This is an optimization exercise on Yosys and OpenROAD, whose aim is small area, not a production implementation. The RTL was checked by simulation tests, not by an equivalence proof against the original design. Power figures rest on the tool's default switching activity, not on a simulated workload.

== JK ==
// video_frontend
module video_frontend (
    input  logic         PCLK_i,
    input  logic         rst_n_i,
    input  logic [7:0]   r_i,
    input  logic [7:0]   g_i,
    input  logic [7:0]   b_i,
    input  logic         hs_i,
    input  logic         vs_i,
    input  logic         hsync_pol_i,
    input  logic         vsync_pol_i,
    input  logic         csc_enable_i,
    input  logic         csc_std_i,
    input  logic [11:0]  h_total_i,
    input  logic [11:0]  h_active_i,
    input  logic [11:0]  h_synclen_i,
    input  logic [11:0]  h_backporch_i,
    input  logic [10:0]  v_active_i,
    input  logic [10:0]  v_synclen_i,
    input  logic [10:0]  v_backporch_i,
    output logic [7:0]   r_o,
    output logic [7:0]   g_o,
    output logic [7:0]   b_o,
    output logic         hsync_o,
    output logic         vsync_o,
    output logic         de_o,
    output logic [10:0]  xpos_o,
    output logic [10:0]  ypos_o,
    output logic [10:0]  lines_total_o,
    output logic         frame_change_o
);
clock: 6.0 ns
lec_check: 0
cap_margin: 20
core_margin: 2
core_utilization: 40
gpl_timing_driven: 0
slew_margin: 20
standard.sh (not shown) runs the stock make flow with config.mk's settings and CLKGATE_MAP_FILE= SYNTH_SCRIPT=/design/flow/synth_recipe.tcl, a recipe that flattens the netlist after the stock synthesis.
==> flow/flow/run.sh <==
#!/bin/bash
# The standard layout (the standard.sh) with these changes:
# - after the standard synthesis, flow/polfix.py rebuilds full adders whose outputs only
#   feed inverters on the complements of their inputs (FA(~a,~b,~c) = ~FA(a,b,c)), which
#   drops those inverters; then flow/reabc.ys maps the combinational cells other than the
#   full adders (half adders included) again with Yosys's default ABC script, and
#   polfix.py runs once more.
#   Registers, their names and cell types stay as the standard synthesis made them;
# - the port buffers are the smallest buffer cell;
# - clock tree synthesis uses clkbuf_4 in clusters of 10 sinks, without dummy loads.
# Logs: make_synth.log, polfix1.log, reabc.log, polfix2.log, make.log here, each
# tool's own in orfs/logs.
set -euo pipefail
KNOBS=("BUFFER_PORTS_ARGS=-buffer_cell sky130_fd_sc_hd__buf_1"
       "CTS_ARGS=-sink_clustering_enable -repair_clock_nets -dont_use_dummy_load -buf_list sky130_fd_sc_hd__clkbuf_4 -sink_clustering_size 10 -sink_clustering_max_diameter 50")
bash standard.sh "${KNOBS[@]}" synth > make_synth.log 2>&1
R=orfs/results/sky130hd/video_frontend/base
L=orfs/logs/sky130hd/video_frontend/base
LIB="$FLOW_HOME/platforms/sky130hd/lib/sky130_fd_sc_hd__tt_025C_1v80.lib"
YOSYS=$(command -v yosys || echo "$FLOW_HOME/../tools/install/yosys/bin/yosys")
DONTUSE=$(grep -o -- '-dont_use [^ ]*' "$L/1_2_yosys.log" | sort -u | tr '\n' ' ')
cp "$R/1_2_yosys.v" "$R/1_2_yosys.std.v"
python3 flow/polfix.py "$R/1_2_yosys.std.v" "$R/1_2_yosys.pol1.v" > polfix1.log 2>&1
sed -e "s|@LIB@|$LIB|g" -e "s|@DONTUSE@|$DONTUSE|" -e "s|@IN@|$R/1_2_yosys.pol1.v|" \
    -e "s|@OUT@|$R/1_2_yosys.reabc.v|" flow/reabc.ys > reabc_run.ys
"$YOSYS" -s reabc_run.ys > reabc.log 2>&1
python3 flow/polfix.py "$R/1_2_yosys.reabc.v" "$R/1_2_yosys.pol2.v" > polfix2.log 2>&1
cp "$R/1_2_yosys.pol2.v" "$R/1_2_yosys.v"
rm -f "$R/1_synth.odb" "$R/1_synth.sdc"
bash standard.sh "${KNOBS[@]}" finish > make.log 2>&1
==> flow/flow/reabc.ys <==
# Remaps the standard synthesis's combinational logic with Yosys's default ABC
# script for a liberty. Flip-flops, full adders and tie cells stay as they are
# (blackboxes); every other cell, half adders included, is flattened into its function and mapped again.
# run.sh fills in @LIB@, @DONTUSE@, @IN@ and @OUT@.
read_liberty -ignore_miss_func @LIB@
read_verilog @IN@
hierarchy -top video_frontend
blackbox sky130_fd_sc_hd__df* sky130_fd_sc_hd__sdf* sky130_fd_sc_hd__edf* sky130_fd_sc_hd__fa_* sky130_fd_sc_hd__conb_*
flatten
opt_clean
rename -hide w:_*.*
opt_clean -purge
abc -liberty @LIB@ @DONTUSE@ -D 6000
opt_clean -purge
splitnets
opt_clean -purge
stat -liberty @LIB@
write_verilog -noattr -nohex -nodec @OUT@
Other scripts of this flow, unchanged in this note and not shown: flow/flow/polfix.py
Every stage of the flow completed for JK, and the final layout passed the timing, DRC and antenna checks.
Setup changes, JK to MS
-- flow/flow/run.sh --
<<< JK, line 6
#   full adders (half adders included) again with Yosys's default ABC script, and
>>> MS, line 6
#   full adders (half adders included) again with ABC (flow/reabc.ys), and
-- flow/flow/reabc.ys --
<<< JK, line 1
# Remaps the standard synthesis's combinational logic with Yosys's default ABC
# script for a liberty. Flip-flops, full adders and tie cells stay as they are
# (blackboxes); every other cell, half adders included, is flattened into its function and mapped again.
>>> MS, line 1
# Remaps the standard synthesis's combinational logic with ABC: Yosys's default script
# for a liberty, with more area-recovery rounds in the mapper and a second mapping pass.
# Flip-flops, full adders and tie cells stay as they are (blackboxes); every other cell,
# half adders included, is flattened into its function and mapped again.
<<< JK, line 13
abc -liberty @LIB@ @DONTUSE@ -D 6000
>>> MS, line 14
abc -liberty @LIB@ @DONTUSE@ -script +strash;&get,-n;&fraig,-x;&put;scorr;dc2;dretime;strash;&get,-n;&dch,-f;&nf,-R,1000;&put;strash;&get,-n;&dch,-f;&nf,-R,1000;&put
-- flow/config.mk --
<<< JK, line 10
export CORE_UTILIZATION = 40
>>> MS, line 10
export CORE_UTILIZATION = 55
--- outcome ---
Summary of MS over JK: instance count of the mapped netlist lost about 1.2%, via count went down.
JK ended up with csc_execute_inst.std_s1$_DFF_P_ as its worst setup path startpoint; MS ended up with h_synclen_i[0].
From JK to MS the numbers moved as follows: final critical delay including setup and external delays decreased 42 ps, clock-buffer cell count decreased 7.5%, path depth of the worst reg2reg path increased 1.
diff inputs: MS => AL
-- flow/config.mk --
<<< MS, line 10
export CORE_UTILIZATION = 55
>>> AL, line 10
export CORE_UTILIZATION = 40
Notes after the runs:
The post-route met1 wirelength of MS and that of AL are within noise of each other. [compare] base=MS new=AL: first-pass GRT wire length higher, via count of the routed design climbed 67. Against MS, AL comes in 0.33 points lower on sequential portion of the cell area. Sort AL and MS by final cell utilization of the core, descending, and MS comes first. Relative to MS, met3 capacity usage during global routing has gone down in AL.
Input changes introduced in TR (baseline for comparison: AL):
-- flow/flow/run.sh --
<<< AL, line 10
>>> TR, line 10
# - no timing repair after CTS and no incremental repair in global routing;
<<< AL, line 14
KNOBS=("BUFFER_PORTS_ARGS=-buffer_cell sky130_fd_sc_hd__buf_1"
>>> TR, line 15
KNOBS=("BUFFER_PORTS_ARGS=-buffer_cell sky130_fd_sc_hd__buf_1" "SKIP_CTS_REPAIR_TIMING=1" "SKIP_INCREMENTAL_REPAIR=1"
Results
The flow completed for TR, but it is not clean: the layout still shows negative setup slack. Of the two values seen for critical-path cell with the highest stage delay, sky130_fd_sc_hd__dfxtp_2 was produced by TR and sky130_fd_sc_hd__fa_2 by AL. TR ended up with csc_execute_inst.px_sr[0][3]$_DFF_P_ as its capture point of the worst path; AL ended up with sync_timing_decode_inst.de_sr[0]$_DFF_PN0_. TR vs AL: power down. The run showing the greater worst slew margin relative to its limit is TR. Looking only at area added between synthesis and finish, and setting everything else aside, the lower value of TR and AL goes to TR.
The following lists how PW was set up differently from TR:
-- flow/flow/run.sh --
<<< TR, line 6
#   full adders (half adders included) again with ABC (flow/reabc.ys), and
#   polfix.py runs once more.
>>> PW, line 6
#   adders again with Yosys's default ABC script, and polfix.py runs once more.
<<< TR, line 10
# - no timing repair after CTS and no incremental repair in global routing;
>>> PW, line 9
<<< TR, line 15
KNOBS=("BUFFER_PORTS_ARGS=-buffer_cell sky130_fd_sc_hd__buf_1" "SKIP_CTS_REPAIR_TIMING=1" "SKIP_INCREMENTAL_REPAIR=1"
>>> PW, line 13
KNOBS=("BUFFER_PORTS_ARGS=-buffer_cell sky130_fd_sc_hd__buf_1"
==> flow/flow/reabc.ys <==
# Remaps the standard synthesis's combinational logic with Yosys's default ABC
# script for a liberty. Flip-flops, full and half adders and tie cells stay as they are
# (blackboxes); every other cell is flattened into its function and mapped again.
# run.sh fills in @LIB@, @DONTUSE@, @IN@ and @OUT@.
read_liberty -ignore_miss_func @LIB@
read_verilog @IN@
hierarchy -top video_frontend
blackbox sky130_fd_sc_hd__df* sky130_fd_sc_hd__sdf* sky130_fd_sc_hd__edf* sky130_fd_sc_hd__fa_* sky130_fd_sc_hd__ha_* sky130_fd_sc_hd__conb_*
flatten
opt_clean
rename -hide w:_*.*
opt_clean -purge
abc -liberty @LIB@ @DONTUSE@ -D 6000
opt_clean -purge
splitnets
opt_clean -purge
stat -liberty @LIB@
write_verilog -noattr -nohex -nodec @OUT@
### Flow results
- PW was carried through to the last stage, and its layout satisfied the timing, DRC and antenna checks.
- Post-route cell area: PW vs TR up 7.5%
- Between TR and PW, the difference in clock transition time at the flip-flop clock pins of the worst setup and hold paths is negligible.
- Going from TR to PW, portion of the layout cell area used by non-clock buffers held; total design power went up 190 uW.

what the ideal ports hide:
In the flow no input, the clock included, has a driving cell. The finished layouts below were timed again as built, in two steps. Step 1 (the two cells are an assumption about what drives the block):
set clk [get_ports {PCLK_i}]
set_driving_cell -lib_cell sky130_fd_sc_hd__clkbuf_16 $clk
set_driving_cell -lib_cell sky130_fd_sc_hd__buf_2 [delete_from_list [all_inputs] $clk]
Step 2 also shifts input and output timing later by t, the mid clock arrival at the registers, as if the neighbouring blocks saw the same clock. Three values: ideal, step 1, step 2; two values: the first two.
| run | shift t [ns] | setup slack, ns | slew at the worst register clock pin (ns) | pins driven straight from the clock port |
|---|---|---|---|---|
| JK | 0.644 | 0.295 / 0.295 / -0.029 | 0.11 / 0.11 | 1 |
| MS | 0.645 | 0.337 / 0.351 / -0.289 | 0.11 / 0.11 | 1 |
| AL | 0.648 | 0.358 / 0.362 / -0.263 | 0.11 / 0.11 | 1 |
| TR | 0.651 | -1.028 / -1.028 / -1.028 | 0.11 / 0.11 | 1 |
| PW | 0.688 | 0.290 / 0.290 / 0.290 | 0.10 / 0.10 | 1 |
With both steps, setup timing fails in JK, MS and AL, where it was met with ideal ports. The setup slack of MS, which loses most, moves by +0.014 ns with the drivers and by -0.626 ns with both steps.
